From an optimization exercise on the open Yosys and OpenROAD flow, aimed at small area and few clock cycles; shortcuts taken in it are not production practice. Only simulation tests tie the RTL to the original design; equivalence was not proved. Power and IR drop assume default switching activity. The flow treats the clock pin as an ideal source, which a real chip does not have.

==> flow/design.v (excerpt) <==
module rob_top (
  input  wire                    clk,
  input  wire                    rst,
  input  wire                    dispatch_valid,
  input  wire                    dispatch_reg_write_en,
  input  wire [5-1:0]  dispatch_reg_write_addr,
  input  wire [31:0]             dispatch_pc,
  input  wire [4-1:0]       dispatch_exc,
  output logic                   rob_full,
  output logic [3-1:0]  dispatch_tag,
  input  wire                    wb_valid,
  input  wire [3-1:0]   wb_tag,
  input  wire [32-1:0]      wb_data,
  input  wire [4-1:0]       wb_exc,
  output logic                   commit_valid,
  output logic [3-1:0]  commit_tag,
  output logic                   commit_reg_write_en,
  output logic [5-1:0] commit_reg_write_addr,
  output logic [32-1:0]     commit_data,
  output logic [31:0]            commit_pc,
  output logic [4-1:0]      commit_exc,
  output logic                   flush
);
Size: about 170 I/O pins.
make LEC_CHECK=0 CAP_MARGIN=20 CORE_MARGIN=2 CORE_UTILIZATION=40 SLEW_MARGIN=20 finish   # period 4.0 ns
run.sh (not shown) runs the stock make flow with config.mk's settings and CLKGATE_MAP_FILE= SYNTH_SCRIPT=/design/flow/synth_recipe.tcl, a recipe that flattens the netlist after the stock synthesis.
Testbench counts at the start, summed over its fixed seeds: cycles 23,465.
Edit:
--- a/flow/config.mk
+++ b/flow/config.mk
@@ -8,4 +8,4 @@
 export CAP_MARGIN = 20
 export CORE_MARGIN = 2
-export CORE_UTILIZATION = 40
+export CORE_UTILIZATION = 65
 export SLEW_MARGIN = 20
After rerunning:
- The new run finished clean
- total power went down by 3.8%
- clock-buffer cell count went up by 1
- hold slack improves by 16 ps
- core utilization went up by 30 points
Edit:
==> flow/flow/run.sh (new file) <==
#!/bin/bash
# The standard layout (standard.sh), with these changes:
# - port buffers are the smallest buffer cell, not the delay buffer
#   buffer_ports picks by default;
# - clock tree: larger sink clusters of clkbuf_16, no dummy loads;
# The full make output is in standard.log; ORFS's per-step logs are under orfs/logs.
set -euo pipefail
export BUFFER_PORTS_ARGS="-buffer_cell sky130_fd_sc_hd__buf_1"
export CTS_ARGS="-sink_clustering_enable -repair_clock_nets -sink_clustering_size 30 -sink_clustering_max_diameter 60 -buf_list sky130_fd_sc_hd__clkbuf_16 -dont_use_dummy_load"
bash standard.sh > standard.log 2>&1
==> flow/standard.sh (new file) <==
#!/bin/bash
# synth_recipe.tcl (not shown) runs the flow's synth.tcl, then flattens the netlist and writes it again
# the make line also repeats each setting of config.mk as NAME=value (left out here)
make -C /OpenROAD-flow-scripts/flow DESIGN_CONFIG=/design/flow/config.mk WORK_HOME=/design/flow/orfs CLKGATE_MAP_FILE= SYNTH_SCRIPT=/design/flow/synth_recipe.tcl "${@:-finish}"
removed: flow/run.sh
The changed run completed with no timing, DRC or antenna violations.
Routed wire length goes down by 5.0%.
First-iteration DRC count shrinks by 13%.
Final cell count went down by 4.1%.
Non-clock buffer count shrinks by 16.
Sequential share of layout area climbs by 5.8 points.
Combinational power came out lower by 18%.
Sequential power hardly moves.
Edit:
==> flow/flow/run.sh (replaced) <==
#!/bin/bash
# The standard layout (standard.sh), with these changes:
# - synthesis: the same script (synth_recipe.tcl), but ABC maps the logic with
#   flow/abc.script (area-oriented, no buffering or sizing; the resizer does
#   that after placement) in place of ORFS's abc_speed.script;
# - port buffers are the smallest buffer cell, not the delay buffer
#   buffer_ports picks by default;
# - clock tree: larger sink clusters of clkbuf_16, no dummy loads.
# The full make output is in standard.log; ORFS's per-step logs are under orfs/logs.
set -euo pipefail
here=$(pwd)
rm -rf "$here/scripts"
cp -r "$FLOW_HOME/scripts" "$here/scripts"
cp "$here/flow/abc.script" "$here/scripts/abc_speed.script"
{ echo "set ::env(SCRIPTS_DIR) $here/scripts"; cat "$here/synth_recipe.tcl"; } > "$here/own_synth.tcl"
sed -e "s#$here/synth_recipe.tcl#$here/own_synth.tcl#" standard.sh > own_standard.sh
grep -q own_synth.tcl own_standard.sh
export BUFFER_PORTS_ARGS="-buffer_cell sky130_fd_sc_hd__buf_1"
export CTS_ARGS="-sink_clustering_enable -repair_clock_nets -sink_clustering_size 30 -sink_clustering_max_diameter 100 -buf_list sky130_fd_sc_hd__clkbuf_16 -dont_use_dummy_load"
bash own_standard.sh > standard.log 2>&1
==> flow/flow/abc.script (new file) <==
&get -n
&st
&dch
&nf
&put
topo
stime -c
--- a/flow/config.mk
+++ b/flow/config.mk
@@ -6,6 +6,6 @@
 export NUM_CORES = 4
 export LEC_CHECK = 0
-export CAP_MARGIN = 20
+export CAP_MARGIN = 10
 export CORE_MARGIN = 2
-export CORE_UTILIZATION = 65
-export SLEW_MARGIN = 20
+export CORE_UTILIZATION = 75
+export SLEW_MARGIN = 10
After rerunning: Combinational power drops by about 34%; core utilization climbs by 11 points; wire length drops by about 2.3%; final cell count drops by about 7%; clock skew drops by 14 ps; sequential share of layout area climbs by 3.1 points; worst setup slack loses 10 ps; total power drops by 17%; hold slack loses 60 ps.

==> port drivers added, routing unchanged <==
Ports are ideal in the flow. The routed layouts listed here were re-timed in OpenROAD.
Step 1: set_driving_cell puts a clkbuf_16 on clk and a buf_2 on each other input, an assumption about the parent block.
Step 2, shift: input delay + t, output delay - t, t = (earliest + latest rising clock arrival at the registers) / 2. This alone moves slack from input paths to output paths.
Three values: ideal, step 1, step 2; two values: the first two.
run	t, ns	slack for setup (ns)	clock arrival spread, ns
the first run	0.664	0.083 / 0.027 / 0.079	0.016 / 0.016
the second run	0.643	0.032 / -0.021 / 0.118	0.017 / 0.017
the third run	0.572	0.222 / 0.167 / 0.181	0.052 / 0.053
the fourth run	0.595	0.212 / 0.157 / 0.172	0.034 / 0.035
After both steps setup and hold are still met in every run listed. The setup slack of the third run, which loses most, moves by -0.055 ns with the drivers and by -0.041 ns with both steps.
